Background: an optimization exercise with open tools, aiming at small area. Do not read the settings as production practice. Function was checked by simulation only, so behaviour that the tests miss may differ from the original. The flow treats the clock pin as an ideal source, which a real chip does not have. Power figures rest on the tool's default switching activity, not on a simulated workload.

## build 40
==> flow/design.v <==
module mips_rf_pair (
  input  logic a,
  input  logic a_sel_n,
  input  logic b,
  input  logic b_sel_n,
  output logic y
);
  assign y = ~((a | a_sel_n) & (b | b_sel_n));
endmodule
module mips_rf_single (
  input  logic a,
  input  logic a_sel_n,
  output logic y
);
  assign y = ~(a | a_sel_n);
endmodule
module mips_rf_or16 (
  input  logic [15:0] t,
  output logic        y
);
  assign y = |t;
endmodule
module mips_register_file #(
  parameter int DATA_W = 32,
  parameter int ADDR_W = 5,
  parameter int CNT_W  = 16
) (
  input  logic              clk,
  input  logic              rst_n,
  input  logic [ADDR_W-1:0] read_reg1,
  input  logic [ADDR_W-1:0] read_reg2,
  output logic [DATA_W-1:0] read_data1,
  output logic [DATA_W-1:0] read_data2,
  input  logic              reg_write,
  input  logic [ADDR_W-1:0] write_reg,
  input  logic [DATA_W-1:0] write_data,
  input  logic              hilo_write,
  input  logic [DATA_W-1:0] hi_in,
  input  logic [DATA_W-1:0] lo_in,
  output logic [DATA_W-1:0] hi_out,
  output logic [DATA_W-1:0] lo_out,
  input  logic [ADDR_W-1:0] dbg_addr,
  output logic [DATA_W-1:0] dbg_data,
  output logic [CNT_W-1:0]  write_count
);
  localparam int DEPTH = 2**ADDR_W;
  logic [DATA_W-1:0] regs_n [1:DEPTH-1];
  logic [DEPTH-1:1]  valid_q;
  logic [DEPTH-1:1]  we;
  logic [DATA_W-1:0] wdata_n;
  logic [DATA_W-1:0] hi_q;
  logic [DATA_W-1:0] lo_q;
  logic [CNT_W-1:0]  cnt_q;
  logic              commit;
  assign commit  = rst_n && reg_write && (write_reg != '0);
  assign wdata_n = ~write_data;
  always_comb begin
    for (int i = 1; i < DEPTH; i++) we[i] = commit && (write_reg == ADDR_W'(i));
  end
  always_ff @(posedge clk) begin
    for (int i = 1; i < DEPTH; i++)
      if (we[i]) regs_n[i] <= wdata_n;
  end
  always_ff @(posedge clk or negedge rst_n) begin
    if (!rst_n) begin
      valid_q <= '0;
      hi_q    <= '0;
      lo_q    <= '0;
      cnt_q   <= '0;
    end else begin
      valid_q <= valid_q | we;
      if (commit && (cnt_q != '1)) cnt_q <= cnt_q + CNT_W'(1);
      if (hilo_write) begin
        hi_q <= hi_in;
        lo_q <= lo_in;
      end
    end
  end
  logic            byp1, byp2;
  logic [DEPTH-1:0] sel1_n, sel2_n, seld_n;
  assign byp1 = commit && (write_reg == read_reg1);
  assign byp2 = commit && (write_reg == read_reg2);
  always_comb begin
    sel1_n[0] = !byp1;
    sel2_n[0] = !byp2;
    seld_n[0] = 1'b1;
    for (int i = 1; i < DEPTH; i++) begin
      sel1_n[i] = !((read_reg1 == ADDR_W'(i)) && valid_q[i] && !byp1);
      sel2_n[i] = !((read_reg2 == ADDR_W'(i)) && valid_q[i] && !byp2);
      seld_n[i] = !((dbg_addr  == ADDR_W'(i)) && valid_q[i]);
    end
  end
  for (genvar b = 0; b < DATA_W; b++) begin : g_col
    logic [15:0] t1, t2, td;
    for (genvar k = 0; k < DEPTH/2; k++) begin : g_pair
      if (k == 0) begin : g_first
        mips_rf_pair u_p1 (.a(wdata_n[b]), .a_sel_n(sel1_n[0]), .b(regs_n[1][b]), .b_sel_n(sel1_n[1]), .y(t1[k]));
        mips_rf_pair u_p2 (.a(wdata_n[b]), .a_sel_n(sel2_n[0]), .b(regs_n[1][b]), .b_sel_n(sel2_n[1]), .y(t2[k]));
        mips_rf_single u_pd (.a(regs_n[1][b]), .a_sel_n(seld_n[1]), .y(td[k]));
      end else begin : g_rest
        mips_rf_pair u_p1 (.a(regs_n[2*k][b]), .a_sel_n(sel1_n[2*k]), .b(regs_n[2*k+1][b]), .b_sel_n(sel1_n[2*k+1]), .y(t1[k]));
        mips_rf_pair u_p2 (.a(regs_n[2*k][b]), .a_sel_n(sel2_n[2*k]), .b(regs_n[2*k+1][b]), .b_sel_n(sel2_n[2*k+1]), .y(t2[k]));
        mips_rf_pair u_pd (.a(regs_n[2*k][b]), .a_sel_n(seld_n[2*k]), .b(regs_n[2*k+1][b]), .b_sel_n(seld_n[2*k+1]), .y(td[k]));
      end
    end
    mips_rf_or16 u_o1 (.t(t1), .y(read_data1[b]));
    mips_rf_or16 u_o2 (.t(t2), .y(read_data2[b]));
    mips_rf_or16 u_od (.t(td), .y(dbg_data[b]));
  end
  assign hi_out      = hi_q;
  assign lo_out      = lo_q;
  assign write_count = cnt_q;
endmodule
make LEC_CHECK=0 CAP_MARGIN=20 CELL_PAD_IN_SITES_DETAIL_PLACEMENT=2 CELL_PAD_IN_SITES_GLOBAL_PLACEMENT=4 CORE_MARGIN=2 CORE_UTILIZATION=30 PLACE_DENSITY=0.45 SETUP_SLACK_MARGIN=0.2 SLEW_MARGIN=20 SYNTH_HIERARCHICAL=1 finish   # period 8.0 ns
run.sh (not shown) runs the stock make flow with config.mk's settings and CLKGATE_MAP_FILE= SYNTH_SCRIPT=/design/flow/synth_recipe.tcl, a recipe that flattens the netlist after the stock synthesis.
Input-level comparison between build 36 and build 40:
- a change of CAP_MARGIN from 20 to 10
- a change of CORE_UTILIZATION from 30 to 50
- a change of CELL_PAD_IN_SITES_GLOBAL_PLACEMENT from 4 to 2
- an added CTS_BUF_LIST of sky130_fd_sc_hd__clkbuf_8
- an added CTS_CLUSTER_DIAMETER of 50
- a change of SLEW_MARGIN from 20 to 10
- an added CTS_CLUSTER_SIZE of 16
- a change of CELL_PAD_IN_SITES_DETAIL_PLACEMENT from 2 to 1
- a change of PLACE_DENSITY from 0.45 to 0.65
==> flow/flow/run.sh (new file) <==
#!/bin/bash
set -euo pipefail
cts_args="-sink_clustering_enable -repair_clock_nets -dont_use_dummy_load"
cts_args+=" -buf_list {sky130_fd_sc_hd__clkbuf_8}"
cts_args+=" -sink_clustering_size 16 -sink_clustering_max_diameter 50"
bash standard.sh \
  "BUFFER_PORTS_ARGS=-buffer_cell sky130_fd_sc_hd__buf_1" \
  "CTS_ARGS=$cts_args" \
  finish > flow_make.log 2>&1
==> flow/standard.sh (new file) <==
#!/bin/bash
# synth_recipe.tcl (not shown) runs the flow's synth.tcl, then flattens the netlist and writes it again
# the make line also repeats each setting of config.mk as NAME=value (left out here)
make -C /OpenROAD-flow-scripts/flow DESIGN_CONFIG=/design/flow/config.mk WORK_HOME=/design/flow/orfs CLKGATE_MAP_FILE= SYNTH_SCRIPT=/design/flow/synth_recipe.tcl "${@:-finish}"
removed: flow/run.sh
Results
Count of flip-flops with a built-in enable after synthesis came out exactly the same in build 36 and build 40. No run among build 36 and build 40 stopped early or left any final violation; all are clean. In the tables for build 36 and build 40, die area reads lower with build 36. Where routed wire length is concerned, build 40 is outperformed by build 36. Build 36 reports a higher worst setup slack than build 40 does.
The inputs of build 75 differ from those of build 36 as listed below.
diff --git a/flow/flow/run.sh b/flow/flow/run.sh
--- a/flow/flow/run.sh
+++ b/flow/flow/run.sh
@@ -2,0 +3 @@
+here=$(pwd)
@@ -8,0 +10 @@
+  "POST_CTS_TCL=$here/flow/clk_resize.tcl" \
==> flow/flow/clk_resize.tcl (new file) <==
# POST_CTS hook: downsize clock-tree buffers one step at a time while the worst flip-flop
# clock-pin slew (placement-estimated parasitics) stays within the target.
set clk_target [expr {105e-12}]
proc clk_worst_slew {} {
  set w 0
  foreach pin [all_registers -clock_pins -edge_triggered] {
    foreach edge {rise fall} {
      foreach an {min max} {
        set s [sta::time_ui_sta [get_property $pin slew_${an}_$edge]]
        if {$s > $w} { set w $s }
      }
    }
  }
  return $w
}
set clk_order {sky130_fd_sc_hd__clkbuf_16 sky130_fd_sc_hd__clkbuf_8 sky130_fd_sc_hd__clkbuf_4 sky130_fd_sc_hd__clkbuf_2}
set clk_db [ord::get_db]
estimate_parasitics -placement
set clk_start [clk_worst_slew]
set clk_limit [expr {max($clk_target, $clk_start)}]
puts "clk_resize: start worst slew [expr {$clk_start * 1e12}] ps, limit [expr {$clk_limit * 1e12}] ps"
set clk_saved 0.0
set clk_n 0
foreach inst [[ord::get_db_block] getInsts] {
  set i [lsearch -exact $clk_order [[$inst getMaster] getName]]
  if {$i < 0} { continue }
  set is_clk 0
  foreach it [$inst getITerms] {
    if {[$it isOutputSignal] && [$it getNet] ne "NULL" && [[$it getNet] getSigType] eq "CLOCK"} { set is_clk 1 }
  }
  if {!$is_clk} { continue }
  while {$i + 1 < [llength $clk_order]} {
    set old [$inst getMaster]
    set new [$clk_db findMaster [lindex $clk_order [expr {$i + 1}]]]
    $inst swapMaster $new
    estimate_parasitics -placement
    if {[clk_worst_slew] > $clk_limit} {
      $inst swapMaster $old
      break
    }
    set clk_saved [expr {$clk_saved + ([$old getWidth] - [$new getWidth]) * [$old getHeight] / 1e6}]
    incr clk_n
    incr i
  }
}
estimate_parasitics -placement
puts "clk_resize: $clk_n downsizing steps, saved $clk_saved um2, end worst slew [expr {[clk_worst_slew] * 1e12}] ps"
Notes after the runs:
Looking at build 36 and build 75, the multi-input combinational cell area is a wash.
Compare build 36 and build 75 | largest fanout of any net on the critical path lower: build 75
Looking at power share of the combinational group, build 75 sits above build 36.
Looking at cell with the biggest individual delay on the critical path, the nor4_1 result is from build 75; the nand4_1 one comes from build 36.

* * *

== job 6008 ==
RTL: the design.v shown in full above, as it stands there.
clock: 8.0 ns
lec_check: 0
cap_margin: 10
cell_pad_in_sites_detail_placement: 1
cell_pad_in_sites_global_placement: 2
core_margin: 2
core_utilization: 50
cts_buf_list: sky130_fd_sc_hd__clkbuf_8
cts_cluster_diameter: 50
cts_cluster_size: 16
place_density: 0.65
setup_slack_margin: 0.2
slew_margin: 10
synth_hierarchical: 1
standard.sh (not shown) runs the stock make flow with config.mk's settings and CLKGATE_MAP_FILE= SYNTH_SCRIPT=/design/flow/synth_recipe.tcl, a recipe that flattens the netlist after the stock synthesis.
==> flow/flow/run.sh <==
#!/bin/bash
set -euo pipefail
here=$(pwd)
platform_dont_use="sky130_fd_sc_hd__probe_p_8 sky130_fd_sc_hd__probec_p_8 sky130_fd_sc_hd__lpflow_bleeder_1 sky130_fd_sc_hd__lpflow_clkbufkapwr_1 sky130_fd_sc_hd__lpflow_clkbufkapwr_16 sky130_fd_sc_hd__lpflow_clkbufkapwr_2 sky130_fd_sc_hd__lpflow_clkbufkapwr_4 sky130_fd_sc_hd__lpflow_clkbufkapwr_8 sky130_fd_sc_hd__lpflow_clkinvkapwr_1 sky130_fd_sc_hd__lpflow_clkinvkapwr_16 sky130_fd_sc_hd__lpflow_clkinvkapwr_2 sky130_fd_sc_hd__lpflow_clkinvkapwr_4 sky130_fd_sc_hd__lpflow_clkinvkapwr_8 sky130_fd_sc_hd__lpflow_decapkapwr_12 sky130_fd_sc_hd__lpflow_decapkapwr_3 sky130_fd_sc_hd__lpflow_decapkapwr_4 sky130_fd_sc_hd__lpflow_decapkapwr_6 sky130_fd_sc_hd__lpflow_decapkapwr_8 sky130_fd_sc_hd__lpflow_inputiso0n_1 sky130_fd_sc_hd__lpflow_inputiso0p_1 sky130_fd_sc_hd__lpflow_inputiso1n_1 sky130_fd_sc_hd__lpflow_inputiso1p_1 sky130_fd_sc_hd__lpflow_inputisolatch_1 sky130_fd_sc_hd__lpflow_isobufsrc_1 sky130_fd_sc_hd__lpflow_isobufsrc_16 sky130_fd_sc_hd__lpflow_isobufsrc_2 sky130_fd_sc_hd__lpflow_isobufsrc_4 sky130_fd_sc_hd__lpflow_isobufsrc_8 sky130_fd_sc_hd__lpflow_isobufsrckapwr_16 sky130_fd_sc_hd__lpflow_lsbuf_lh_hl_isowell_tap_1 sky130_fd_sc_hd__lpflow_lsbuf_lh_hl_isowell_tap_2 sky130_fd_sc_hd__lpflow_lsbuf_lh_hl_isowell_tap_4 sky130_fd_sc_hd__lpflow_lsbuf_lh_isowell_4 sky130_fd_sc_hd__lpflow_lsbuf_lh_isowell_tap_1 sky130_fd_sc_hd__lpflow_lsbuf_lh_isowell_tap_2 sky130_fd_sc_hd__lpflow_lsbuf_lh_isowell_tap_4"
extra_dont_use="sky130_fd_sc_hd__buf_12 sky130_fd_sc_hd__buf_16 sky130_fd_sc_hd__buf_8 sky130_fd_sc_hd__buf_6"
extra_dont_use+=" sky130_fd_sc_hd__bufbuf_16 sky130_fd_sc_hd__bufbuf_8 sky130_fd_sc_hd__bufinv_16 sky130_fd_sc_hd__bufinv_8"
extra_dont_use+=" sky130_fd_sc_hd__nand4_4 sky130_fd_sc_hd__nand4_2 sky130_fd_sc_hd__nor2_4 sky130_fd_sc_hd__nor2_8"
extra_dont_use+=" sky130_fd_sc_hd__nand3_4 sky130_fd_sc_hd__nand2_8 sky130_fd_sc_hd__nand2_4"
extra_dont_use+=" sky130_fd_sc_hd__inv_12 sky130_fd_sc_hd__inv_16 sky130_fd_sc_hd__inv_8"
cts_args="-sink_clustering_enable -repair_clock_nets -dont_use_dummy_load"
cts_args+=" -buf_list {sky130_fd_sc_hd__clkbuf_8}"
cts_args+=" -sink_clustering_size 16 -sink_clustering_max_diameter 50"
bash standard.sh synth > flow_synth.log 2>&1
bash standard.sh \
  "DONT_USE_CELLS=$platform_dont_use $extra_dont_use" \
  "BUFFER_PORTS_ARGS=-buffer_cell sky130_fd_sc_hd__buf_1" \
  "CTS_ARGS=$cts_args" \
  "POST_CTS_TCL=$here/flow/clk_resize.tcl" \
  finish > flow_make.log 2>&1
Other scripts of this flow, unchanged in this note and not shown: flow/flow/clk_resize.tcl
The final report for job 6008 shows a completed flow and a layout that fails verification, specifically max-capacitance violations, max-slew violations.
Setup changes, job 6008 to job 6810
# job 6008
export LEC_CHECK = 0
export CAP_MARGIN = 10
export CELL_PAD_IN_SITES_DETAIL_PLACEMENT = 1
export CELL_PAD_IN_SITES_GLOBAL_PLACEMENT = 2
export CORE_MARGIN = 2
export CORE_UTILIZATION = 50
export CTS_BUF_LIST = sky130_fd_sc_hd__clkbuf_8
export CTS_CLUSTER_DIAMETER = 50
export CTS_CLUSTER_SIZE = 16
export PLACE_DENSITY = 0.65
export SETUP_SLACK_MARGIN = 0.2
export SLEW_MARGIN = 10
export SYNTH_HIERARCHICAL = 1
create_clock -name core_clock -period 8.0 [get_ports {clk}]
# job 6810
export LEC_CHECK = 0
export CAP_MARGIN = 10
export CELL_PAD_IN_SITES_DETAIL_PLACEMENT = 1
export CELL_PAD_IN_SITES_GLOBAL_PLACEMENT = 2
export CORE_MARGIN = 2
export CORE_UTILIZATION = 55
export CTS_BUF_LIST = sky130_fd_sc_hd__clkbuf_8
export CTS_CLUSTER_DIAMETER = 50
export CTS_CLUSTER_SIZE = 16
export PLACE_DENSITY = 0.75
export SETUP_SLACK_MARGIN = 0.2
export SLEW_MARGIN = 10
export SYNTH_HIERARCHICAL = 1
create_clock -name core_clock -period 8.0 [get_ports {clk}]
diff --git a/flow/flow/run.sh b/flow/flow/run.sh
--- a/flow/flow/run.sh
+++ b/flow/flow/run.sh
@@ -9,0 +10,2 @@
+extra_dont_use+=" sky130_fd_sc_hd__nand3_2 sky130_fd_sc_hd__nor3_2 sky130_fd_sc_hd__nor4_2 sky130_fd_sc_hd__nor4_4"
+extra_dont_use+=" sky130_fd_sc_hd__nand2_2 sky130_fd_sc_hd__nor2_2 sky130_fd_sc_hd__inv_6 sky130_fd_sc_hd__inv_4"
--- outcome ---
- Where maximum operating frequency is concerned, job 6008 is outperformed by job 6810.
- Job 6810 finished end to end and its layout was clean on timing, DRC and antenna.
- Between job 6008 and job 6810, total half-perimeter wirelength after legalization and detailed placement is higher for job 6008, job 6810 comes in under that.
- The number of signal-net buffers in the layout in job 6810 sits 69 below the value recorded for job 6008.
- Looking at setup slack, job 6810 sits 0.047 ns above job 6008.
- Compared with job 6008, job 6810 improves post-route cell area.
- Total power: job 6810 below job 6008
- From job 6008 to job 6810 the numbers moved as follows: number of nets in the final layout now smaller, total length of routed wires climbed about 3.4%.
- Sequential share of layout area: job 6810 higher than job 6008

[port drivers added, routing unchanged]
How much do the figures lean on ideal ports? The routed layouts below were timed once more, with nothing changed but the port constraints. Step 1 assumes that a clkbuf_16 drives the clock port and a buf_2 every other input. Step 2, shift: input delay + t, output delay - t, t = (earliest + latest rising clock arrival at the registers) / 2. This alone moves slack from input paths to output paths. a / b / c = no drivers / after step 1 / after step 2; a / b = the first two.
run | shift t [ns] | setup slack, ns | hold slack, ns | latest minus earliest clock arrival (ns) | worst slew at a driven data input, ns
build 40 | 0.869 | 0.455 / 0.427 / 0.427 | 0.506 / 0.506 / 0.506 | 0.035 / 0.035 | 0.10
build 36 | 0.882 | 0.579 / 0.535 / 0.535 | 0.506 / 0.506 / 0.506 | 0.093 / 0.092 | 0.09
build 75 | 1.426 | 0.634 / 0.589 / 0.589 | 0.287 / 0.239 / 0.506 | 0.381 / 0.382 | 0.09
job 6008 | 1.277 | 0.232 / 0.205 / 0.205 | 0.355 / 0.324 / 0.512 | 0.253 / 0.254 | 0.17
job 6810 | 1.441 | 0.279 / 0.196 / 0.196 | 0.023 / -0.015 / 0.517 | 0.348 / 0.349 | 0.10
Clock arrivals are far apart in build 75, so t is only a midpoint there and step 2 fits no single register. The setup slack of job 6810, which loses most, moves by -0.083 ns with the drivers and by -0.083 ns with both steps.
